Source: an optimization exercise on an open RTL-to-GDS flow (aim: small area). Production flows keep margins and buffers that such runs may drop.
Only simulation tests tie the RTL to the original design; equivalence was not proved.

==> inputs of run a <==
==> flow/design.v (excerpt) <==
module framestore_manager (
	input  logic        internal_ZBT_clock,
	input  logic        resetn,
	input  logic        address_reset,
	input  logic [11:0] image_horizontal,
	input  logic [1:0]  picture_type,
	input  logic        yuv_write_en,
	input  logic [7:0]  yuv_write_data,
	input  logic        picture_start,
	input  logic        frame_advance,
	input  logic        audio_sync_in,
	output logic        display_select,
	output logic        display_advance,
	output logic        audio_sync_out,
	input  logic [51:0] video_stream,
	input  logic [51:0] audio_stream,
	input  logic [19:0] fs_fwd,
	input  logic [19:0] fs_bwd,
	input  logic [31:0] bank0_read_data,
	input  logic [31:0] bank1_read_data,
	output logic [51:0] bank0,
	output logic [51:0] bank1,
	output logic        video_stream_access,
	output logic        audio_stream_access,
	output logic        framestore_busy,
	output logic [31:0] video_stream_read_data,
	output logic [31:0] audio_stream_read_data,
	output logic [31:0] fs_fwd_data,
	output logic [31:0] fs_bwd_data
);
	zbt_pkg::zbt_req_t          video_stream_req;
	zbt_pkg::zbt_req_t          audio_stream_req;
  ...
==> module mb_write_addresser, before the edit <==
module mb_write_addresser (
	input  logic                      internal_ZBT_clock,
	input  logic                      resetn,
	input  logic                      address_reset,
	input  picture_pkg::image_dim_t   image_horizontal,
	input  picture_pkg::picture_type_t picture_type,
	input  logic                      yuv_write_en,
	input  logic [7:0]                yuv_write_data,
	output zbt_pkg::dec_write_t       dec_write
);
	logic [1:0]  word_count;    
	logic [3:0]  slot_count;    
	logic [2:0]  block_count;
	logic [7:0]  mb_column;
	logic [15:0] pos;
	logic        pos_carry;
	logic        step2;         
	logic        step3;         
	logic [7:0]  byte_hh;
	logic [7:0]  byte_hl;
	logic [7:0]  byte_lh;
	logic [7:0]  n;
	logic        word_end;
	logic        row_end;
	logic        block_end;
	logic        luma;
	logic        last_column;
	logic [7:0]  mb_column_inc;
	assign n = image_horizontal[11:4];
	assign word_end = yuv_write_en && (word_count == 2'b11);
	assign row_end = yuv_write_en && !address_reset && (word_count == 2'b11) && slot_count[0];
	assign block_end = (slot_count == 4'hf);
	assign luma = !block_count[2];
	assign mb_column_inc = mb_column + 8'd1;
	assign last_column = (mb_column_inc == n);
	logic add_n, add_2n, sub_8n, sub_16n, add_mx, sub_mx, carry_in;
	logic next2;            
	logic next3;            
	logic row_was_last;     
	assign row_was_last = (mb_column == 8'd0);
	always_comb begin
		add_n = 1'b0;
		add_2n = 1'b0;
		sub_8n = 1'b0;
		sub_16n = 1'b0;
		add_mx = 1'b0;
		sub_mx = 1'b0;
		carry_in = 1'b0;
		next2 = 1'b0;
		next3 = 1'b0;
		if (step3) begin
			if (block_count[2]) begin
				add_mx = 1'b1;
			end else begin
				add_2n = 1'b1;
				carry_in = 1'b1;
			end
		end else if (step2) begin
			case (block_count)
				3'd1, 3'd3: add_n = 1'b1;
				3'd4: begin
					add_n = 1'b1;
					next3 = 1'b1;
				end
				3'd5: add_2n = 1'b1;
				default: begin
					carry_in = 1'b1;
					if (!row_was_last) begin
						sub_16n = 1'b1;
						next3 = 1'b1;
					end
				end
			endcase
		end else if (row_end) begin
			if (!block_end) begin
				add_n = luma;
				add_2n = !luma;
			end else begin
				case (block_count)
					3'd1: add_n = 1'b1;
					3'd0, 3'd2: begin
						sub_8n = 1'b1;
						carry_in = 1'b1;
						next2 = 1'b1;
					end
					3'd3: begin
						sub_16n = 1'b1;
						carry_in = 1'b1;
						next2 = 1'b1;
					end
					3'd4: begin
						sub_16n = 1'b1;
						carry_in = 1'b1;
						next2 = 1'b1;
					end
					default: begin
						carry_in = 1'b1;
						sub_mx = !last_column;
						next2 = 1'b1;
					end
				endcase
			end
		end
	end
	logic [15:0] op;
	assign op = ({16{add_n}} & {8'd0, n})
		| ({16{add_2n}} & {7'd0, n, 1'b0})
		| ({16{sub_8n}} & {5'h1f, ~n, 3'b111})
		| ({16{sub_16n}} & {4'hf, ~n, 4'hf})
		| ({16{add_mx}} & {8'd0, mb_column})
		| ({16{sub_mx}} & {8'hff, ~mb_column});
	logic [15:0] pos_sum;
	logic [15:0] pos_cin;
	logic [15:0] pos_cout;
	assign pos_cin = {pos_cout[14:8], pos_carry, pos_cout[6:0], carry_in};
	assign pos_sum = pos ^ op ^ pos_cin;
	assign pos_cout = (pos & op) | (pos_cin & (pos ^ op));
	always_ff @(posedge internal_ZBT_clock or negedge resetn) begin
		if (!resetn) begin
			word_count <= '0;
		end else if (address_reset) begin
			word_count <= '0;
		end else if (yuv_write_en) begin
			word_count <= word_count + 2'd1;
		end
	end
	always_ff @(posedge internal_ZBT_clock) begin
		if (address_reset) begin
			slot_count <= '0;
			block_count <= '0;
			mb_column <= '0;
			pos <= '0;
			pos_carry <= 1'b0;
			step2 <= 1'b0;
			step3 <= 1'b0;
		end else begin
			if (word_end)
				slot_count <= slot_count + 4'd1;
			if (word_end && block_end) begin
				if (block_count == 3'(6 - 1)) begin
					block_count <= '0;
					mb_column <= last_column ? 8'd0 : mb_column_inc;
				end else begin
					block_count <= block_count + 3'd1;
				end
			end
			pos <= pos_sum;
			pos_carry <= pos_cout[7];
			step2 <= next2;
			step3 <= next3;
		end
	end
	always_ff @(posedge internal_ZBT_clock) begin
		if (yuv_write_en) begin
			byte_hh <= byte_hl;
			byte_hl <= byte_lh;
			byte_lh <= yuv_write_data;
		end
	end
	assign dec_write.address = luma ? {1'b0, pos, block_count[0], slot_count[0]}
		: {1'b1, block_count[0], 1'b0, pos[15:1], slot_count[0]};
	assign dec_write.data = {byte_hh, byte_hl, byte_lh, yuv_write_data};
	assign dec_write.strobe = word_end && (picture_type != picture_pkg::PIC_B);
endmodule
clock: 7.0 ns
lec_check: 0
cap_margin: 20
core_margin: 2
core_utilization: 45
slew_margin: 20
standard.sh (not shown) runs the stock make flow with config.mk's settings and CLKGATE_MAP_FILE= SYNTH_SCRIPT=/design/flow/synth_recipe.tcl, a recipe that flattens the netlist after the stock synthesis.
==> flow/flow/run.sh <==
#!/bin/bash
# Standard synthesis, then an area-oriented re-mapping of its
# combinational logic (every flip-flop, adder and tie cell of the
# standard synthesis is kept as it is, with its name, and the result is
# proven equivalent to the standard netlist, else that one is used),
# then the standard layout with the port buffers made of the smallest
# buffer and a clock tree of small buffers.
set -euo pipefail
PORTBUF="BUFFER_PORTS_ARGS=-buffer_cell sky130_fd_sc_hd__buf_1"
CTS="CTS_ARGS=-sink_clustering_enable -repair_clock_nets -dont_use_dummy_load -buf_list {sky130_fd_sc_hd__clkbuf_8} -sink_clustering_size 20"
RES=orfs/results/${FLOW_PLATFORM}/framestore_manager/base
LIB=${FLOW_HOME}/platforms/${FLOW_PLATFORM}/lib/sky130_fd_sc_hd__tt_025C_1v80.lib
YOSYS=$(command -v yosys || echo ${FLOW_HOME}/../tools/install/yosys/bin/yosys)
KEEP="sky130_fd_sc_hd__df* sky130_fd_sc_hd__edf* sky130_fd_sc_hd__sdf* sky130_fd_sc_hd__sedf* sky130_fd_sc_hd__fa_* sky130_fd_sc_hd__ha_* sky130_fd_sc_hd__conb_*"

bash standard.sh "$PORTBUF" synth > synth.log 2>&1

DONT_USE=$(sed -n '/^export DONT_USE_CELLS/,/^#/p' ${FLOW_HOME}/platforms/${FLOW_PLATFORM}/config.mk \
	| grep -o 'sky130_fd_sc_hd__[a-z0-9_]*' | sed 's/^/-dont_use /' | tr '\n' ' ')
cp $RES/1_2_yosys.v standard_synth.v
printf 'strash\ndc2\nif -K 6\nmfs2 -W 4\nstrash\ndc2\ndch\namap\n' > remap.abc
cat > remap.ys <<EOY
read_liberty -ignore_miss_func $LIB
read_verilog standard_synth.v
hierarchy -top ${FLOW_TOP}
setattr -mod -set keep_hierarchy 1 $KEEP
flatten
opt -purge
abc -liberty $LIB $DONT_USE -script remap.abc
opt_clean -purge
hilomap -singleton -hicell sky130_fd_sc_hd__conb_1 HI -locell sky130_fd_sc_hd__conb_1 LO
splitnets
opt_clean -purge
tee -o remap_stat.txt stat -liberty $LIB
select ${FLOW_TOP}
write_verilog -noattr -nohex -nodec -selected remapped.v
EOY
cat > equiv.ys <<EOY
read_liberty -ignore_miss_func $LIB
read_verilog standard_synth.v
hierarchy -top ${FLOW_TOP}
flatten
rename ${FLOW_TOP} gold
design -stash gold
read_liberty -ignore_miss_func $LIB
read_verilog remapped.v
hierarchy -top ${FLOW_TOP}
flatten
rename ${FLOW_TOP} gate
design -stash gate
design -copy-from gold gold
design -copy-from gate gate
async2sync
equiv_make gold gate equiv
hierarchy -top equiv
equiv_simple -undef
equiv_induct -undef
equiv_status -assert
EOY
if $YOSYS remap.ys > remap.log 2>&1 && $YOSYS equiv.ys > equiv.log 2>&1; then
	cp remapped.v $RES/1_2_yosys.v
else
	echo "re-mapping not used" >> remap.log
fi

PINS="PLACE_PINS_ARGS=-min_distance 1 -min_distance_in_tracks"
bash standard.sh "$PORTBUF" "$CTS" "$PINS" finish > standard_flow.log 2>&1
==> run b: changes against run a <==
--- a/flow/flow/run.sh
+++ b/flow/flow/run.sh
@@ -8,5 +8,5 @@
 set -euo pipefail
 PORTBUF="BUFFER_PORTS_ARGS=-buffer_cell sky130_fd_sc_hd__buf_1"
-CTS="CTS_ARGS=-sink_clustering_enable -repair_clock_nets -dont_use_dummy_load -buf_list {sky130_fd_sc_hd__clkbuf_8} -sink_clustering_size 20"
+CTS="CTS_ARGS=-sink_clustering_enable -repair_clock_nets -dont_use_dummy_load -buf_list {sky130_fd_sc_hd__clkbuf_16} -sink_clustering_size 100 -sink_clustering_max_diameter 1000"
 RES=orfs/results/${FLOW_PLATFORM}/framestore_manager/base
 LIB=${FLOW_HOME}/platforms/${FLOW_PLATFORM}/lib/sky130_fd_sc_hd__tt_025C_1v80.lib
@@ -64,4 +64,3 @@
 fi
 
-PINS="PLACE_PINS_ARGS=-min_distance 1 -min_distance_in_tracks"
-bash standard.sh "$PORTBUF" "$CTS" "$PINS" finish > standard_flow.log 2>&1
+bash standard.sh "$PORTBUF" "$CTS" finish > standard_flow.log 2>&1
CORE_UTILIZATION = 25   (was 45)
==> run c: changes against run a <==
--- a/flow/design.v
+++ b/flow/design.v
@@ -40,12 +40,12 @@
 	logic [2:0]  block_count;
 	logic [7:0]  mb_column;
-	logic [15:0] pos;
-	logic        pos_carry;
-	logic        step2;         
-	logic        step3;         
+	logic [15:0] xl;
+	logic [14:0] xc;
 	logic [7:0]  byte_hh;
 	logic [7:0]  byte_hl;
 	logic [7:0]  byte_lh;
 	logic [7:0]  n;
+	logic [10:0] t;             
+	logic        step;
 	logic        word_end;
 	logic        row_end;
@@ -55,92 +55,70 @@
 	logic [7:0]  mb_column_inc;
 	assign n = image_horizontal[11:4];
+	logic [10:0] t_a;
+	logic [10:0] t_b;
+	logic [11:0] t_c;
+	assign t_a = {n, 3'b000};
+	assign t_b = {3'b111, ~n};
+	assign t_c[0] = 1'b0;
+	for (genvar i = 0; i < 11; i++) begin : g_t
+		assign t[i] = t_a[i] ^ t_b[i] ^ t_c[i];
+		assign t_c[i+1] = (t_a[i] & t_b[i]) | (t_c[i] & (t_a[i] ^ t_b[i]));
+	end
+	assign step = yuv_write_en && !address_reset;
 	assign word_end = yuv_write_en && (word_count == 2'b11);
-	assign row_end = yuv_write_en && !address_reset && (word_count == 2'b11) && slot_count[0];
+	assign row_end = step && (word_count == 2'b11) && slot_count[0];
 	assign block_end = (slot_count == 4'hf);
 	assign luma = !block_count[2];
 	assign mb_column_inc = mb_column + 8'd1;
 	assign last_column = (mb_column_inc == n);
-	logic add_n, add_2n, sub_8n, sub_16n, add_mx, sub_mx, carry_in;
-	logic next2;            
-	logic next3;            
-	logic row_was_last;     
-	assign row_was_last = (mb_column == 8'd0);
+	logic [15:0] xl_op;
+	logic        xl_ci;
+	logic [15:0] xc_op;
+	logic        xc_ci;
 	always_comb begin
-		add_n = 1'b0;
-		add_2n = 1'b0;
-		sub_8n = 1'b0;
-		sub_16n = 1'b0;
-		add_mx = 1'b0;
-		sub_mx = 1'b0;
-		carry_in = 1'b0;
-		next2 = 1'b0;
-		next3 = 1'b0;
-		if (step3) begin
-			if (block_count[2]) begin
-				add_mx = 1'b1;
-			end else begin
-				add_2n = 1'b1;
-				carry_in = 1'b1;
+		xl_op = '0;
+		xl_ci = 1'b0;
+		if (row_end) begin
+			if (luma) begin
+				if (block_end && !block_count[0])
+					xl_op = {5'h1f, ~t};
+				else if (!(block_end && block_count[1]))
+					xl_op = {8'd0, n};
+			end else if (block_end && block_count[0]) begin
+				xl_ci = 1'b1;
+			end else if (!last_column) begin
+				xl_op = {8'hff, ~n};
+				xl_ci = 1'b1;
 			end
-		end else if (step2) begin
-			case (block_count)
-				3'd1, 3'd3: add_n = 1'b1;
-				3'd4: begin
-					add_n = 1'b1;
-					next3 = 1'b1;
-				end
-				3'd5: add_2n = 1'b1;
-				default: begin
-					carry_in = 1'b1;
-					if (!row_was_last) begin
-						sub_16n = 1'b1;
-						next3 = 1'b1;
-					end
-				end
-			endcase
-		end else if (row_end) begin
+		end
+	end
+	always_comb begin
+		xc_op = '0;
+		xc_ci = 1'b0;
+		if (row_end && !luma) begin
 			if (!block_end) begin
-				add_n = luma;
-				add_2n = !luma;
+				xc_op = {8'd0, n};
+			end else if (!block_count[0]) begin
+				xc_op = {5'h1f, ~t};
 			end else begin
-				case (block_count)
-					3'd1: add_n = 1'b1;
-					3'd0, 3'd2: begin
-						sub_8n = 1'b1;
-						carry_in = 1'b1;
-						next2 = 1'b1;
-					end
-					3'd3: begin
-						sub_16n = 1'b1;
-						carry_in = 1'b1;
-						next2 = 1'b1;
-					end
-					3'd4: begin
-						sub_16n = 1'b1;
-						carry_in = 1'b1;
-						next2 = 1'b1;
-					end
-					default: begin
-						carry_in = 1'b1;
-						sub_mx = !last_column;
-						next2 = 1'b1;
-					end
-				endcase
+				xc_op = last_column ? 16'd0 : {5'h1f, ~t};
+				xc_ci = 1'b1;
 			end
 		end
 	end
-	logic [15:0] op;
-	assign op = ({16{add_n}} & {8'd0, n})
-		| ({16{add_2n}} & {7'd0, n, 1'b0})
-		| ({16{sub_8n}} & {5'h1f, ~n, 3'b111})
-		| ({16{sub_16n}} & {4'hf, ~n, 4'hf})
-		| ({16{add_mx}} & {8'd0, mb_column})
-		| ({16{sub_mx}} & {8'hff, ~mb_column});
-	logic [15:0] pos_sum;
-	logic [15:0] pos_cin;
-	logic [15:0] pos_cout;
-	assign pos_cin = {pos_cout[14:8], pos_carry, pos_cout[6:0], carry_in};
-	assign pos_sum = pos ^ op ^ pos_cin;
-	assign pos_cout = (pos & op) | (pos_cin & (pos ^ op));
+	logic [15:0] xl_sum;
+	logic [14:0] xc_sum;
+	logic [15:0] xl_ci_v;      
+	logic [15:0] xl_co;        
+	logic [14:0] xc_ci_v;
+	logic [14:0] xc_co;
+	logic        xl_carry;
+	logic        xc_carry;
+	assign xl_ci_v = {xl_co[14:8], xl_carry, xl_co[6:0], xl_ci};
+	assign xc_ci_v = {xc_co[13:8], xc_carry, xc_co[6:0], xc_ci};
+	assign xl_sum = xl ^ xl_op ^ xl_ci_v;
+	assign xl_co = (xl & xl_op) | (xl_ci_v & (xl ^ xl_op));
+	assign xc_sum = xc ^ xc_op[14:0] ^ xc_ci_v;
+	assign xc_co = (xc & xc_op[14:0]) | (xc_ci_v & (xc ^ xc_op[14:0]));
 	always_ff @(posedge internal_ZBT_clock or negedge resetn) begin
 		if (!resetn) begin
@@ -157,8 +135,8 @@
 			block_count <= '0;
 			mb_column <= '0;
-			pos <= '0;
-			pos_carry <= 1'b0;
-			step2 <= 1'b0;
-			step3 <= 1'b0;
+			xl <= '0;
+			xc <= '0;
+			xl_carry <= 1'b0;
+			xc_carry <= 1'b0;
 		end else begin
 			if (word_end)
@@ -172,8 +150,8 @@
 				end
 			end
-			pos <= pos_sum;
-			pos_carry <= pos_cout[7];
-			step2 <= next2;
-			step3 <= next3;
+			xl <= xl_sum;
+			xc <= xc_sum;
+			xl_carry <= xl_co[7];
+			xc_carry <= xc_co[7];
 		end
 	end
@@ -185,6 +163,6 @@
 		end
 	end
-	assign dec_write.address = luma ? {1'b0, pos, block_count[0], slot_count[0]}
-		: {1'b1, block_count[0], 1'b0, pos[15:1], slot_count[0]};
+	assign dec_write.address = luma ? {1'b0, xl, block_count[0], slot_count[0]}
+		: {1'b1, block_count[0], 1'b0, xc, slot_count[0]};
 	assign dec_write.data = {byte_hh, byte_hl, byte_lh, yuv_write_data};
 	assign dec_write.strobe = word_end && (picture_type != picture_pkg::PIC_B);
==> flow/flow/run.sh (replaced) <==
#!/bin/bash
# Standard synthesis, then an area-oriented re-mapping of its
# combinational logic (every flip-flop, adder and tie cell of the
# standard synthesis is kept as it is, with its name), then the
# standard layout with the port buffers made of the smallest buffer.
set -euo pipefail
PORTBUF="BUFFER_PORTS_ARGS=-buffer_cell sky130_fd_sc_hd__buf_1"
RES=orfs/results/${FLOW_PLATFORM}/framestore_manager/base
LIB=${FLOW_HOME}/platforms/${FLOW_PLATFORM}/lib/sky130_fd_sc_hd__tt_025C_1v80.lib
YOSYS=$(command -v yosys || echo ${FLOW_HOME}/../tools/install/yosys/bin/yosys)

bash standard.sh "$PORTBUF" synth > synth.log 2>&1

DONT_USE=$(sed -n '/^export DONT_USE_CELLS/,/^#/p' ${FLOW_HOME}/platforms/${FLOW_PLATFORM}/config.mk \
	| grep -o 'sky130_fd_sc_hd__[a-z0-9_]*' | sed 's/^/-dont_use /' | tr '\n' ' ')
cp $RES/1_2_yosys.v standard_synth.v
printf 'strash\ndc2\ndch\namap\n' > remap.abc
cat > remap.ys <<EOY
read_liberty -ignore_miss_func $LIB
read_verilog standard_synth.v
hierarchy -top ${FLOW_TOP}
setattr -mod -set keep_hierarchy 1 sky130_fd_sc_hd__df* sky130_fd_sc_hd__edf* sky130_fd_sc_hd__sdf* sky130_fd_sc_hd__sedf* sky130_fd_sc_hd__fa_* sky130_fd_sc_hd__ha_* sky130_fd_sc_hd__conb_*
flatten
opt -purge
abc -liberty $LIB $DONT_USE -script remap.abc
opt_clean -purge
hilomap -singleton -hicell sky130_fd_sc_hd__conb_1 HI -locell sky130_fd_sc_hd__conb_1 LO
splitnets
opt_clean -purge
tee -o remap_stat.txt stat -liberty $LIB
select ${FLOW_TOP}
write_verilog -noattr -nohex -nodec -selected remapped.v
EOY
$YOSYS -c /dev/null > /dev/null 2>&1 || true
$YOSYS remap.ys > remap.log 2>&1
cp remapped.v $RES/1_2_yosys.v

bash standard.sh "$PORTBUF" finish > standard_flow.log 2>&1
CORE_UTILIZATION = 40   (was 45)
CTS_BUF_LIST = sky130_fd_sc_hd__clkbuf_4   (was unset)
CTS_CLUSTER_SIZE = 30   (was unset)
==> flow_metrics.env <==
export IMPL_status="timing/DRC/antenna clean"
export IMPL_worstPathArrival_ps=6670
export IMPL_num_nonclk_inverters=87
export IMPL_syn_area_per_cell_um2=8.60
export IMPL_largest_reg_flops=16
export IMPL_slew_viol_final=0
export IMPL_pre_cts_slack_ps=272
The numbers above come from run b.

==> flow_metrics.env <==
export IMPL_largest_reg_flops=16
export IMPL_slew_viol_final=0
export IMPL_worstPathArrival_ps=6470
export IMPL_status="timing/DRC/antenna clean"
The numbers above come from run a.

==> flow_metrics.env <==
export IMPL_error="[ERROR PPL-0024] Number of IO pins (475) exceeds maximum number of available positions (448). Increase the die perimeter from 503.16um to 646.00um."
export IMPL_status="aborted with a tool error"
export IMPL_stop_stage="3_2_place_iop"
export IMPL_syn_area_per_cell_um2=9.14
export IMPL_rows=44
The numbers above come from run c.

static timing again, ports no longer ideal:
The results above use ideal ports. As a check the final layouts listed here were re-extracted and re-timed, cells and wires unchanged. Step 1 assumes that a clkbuf_16 drives the clock port and a buf_2 every other input. Step 2 also shifts input and output timing later by t, the mid clock arrival at the registers, as if the neighbouring blocks saw the same clock. a / b / c = ideal ports / drivers / drivers and shift; a / b = the first two.
| run | t (ns) | setup slack, ns | latest minus earliest clock arrival (ns) | cell pins on the clock port's net |
|---|---|---|---|---|
| run a | 0.365 | 0.771 / 0.713 / 0.348 | 0.033 / 0.034 | 1 |
| run b | 0.386 | 0.563 / 0.576 / 0.191 | 0.026 / 0.025 | 1 |
After both steps setup and hold are still met in every run listed. The setup slack of run a, which loses most, moves by -0.058 ns with the drivers and by -0.423 ns with both steps.
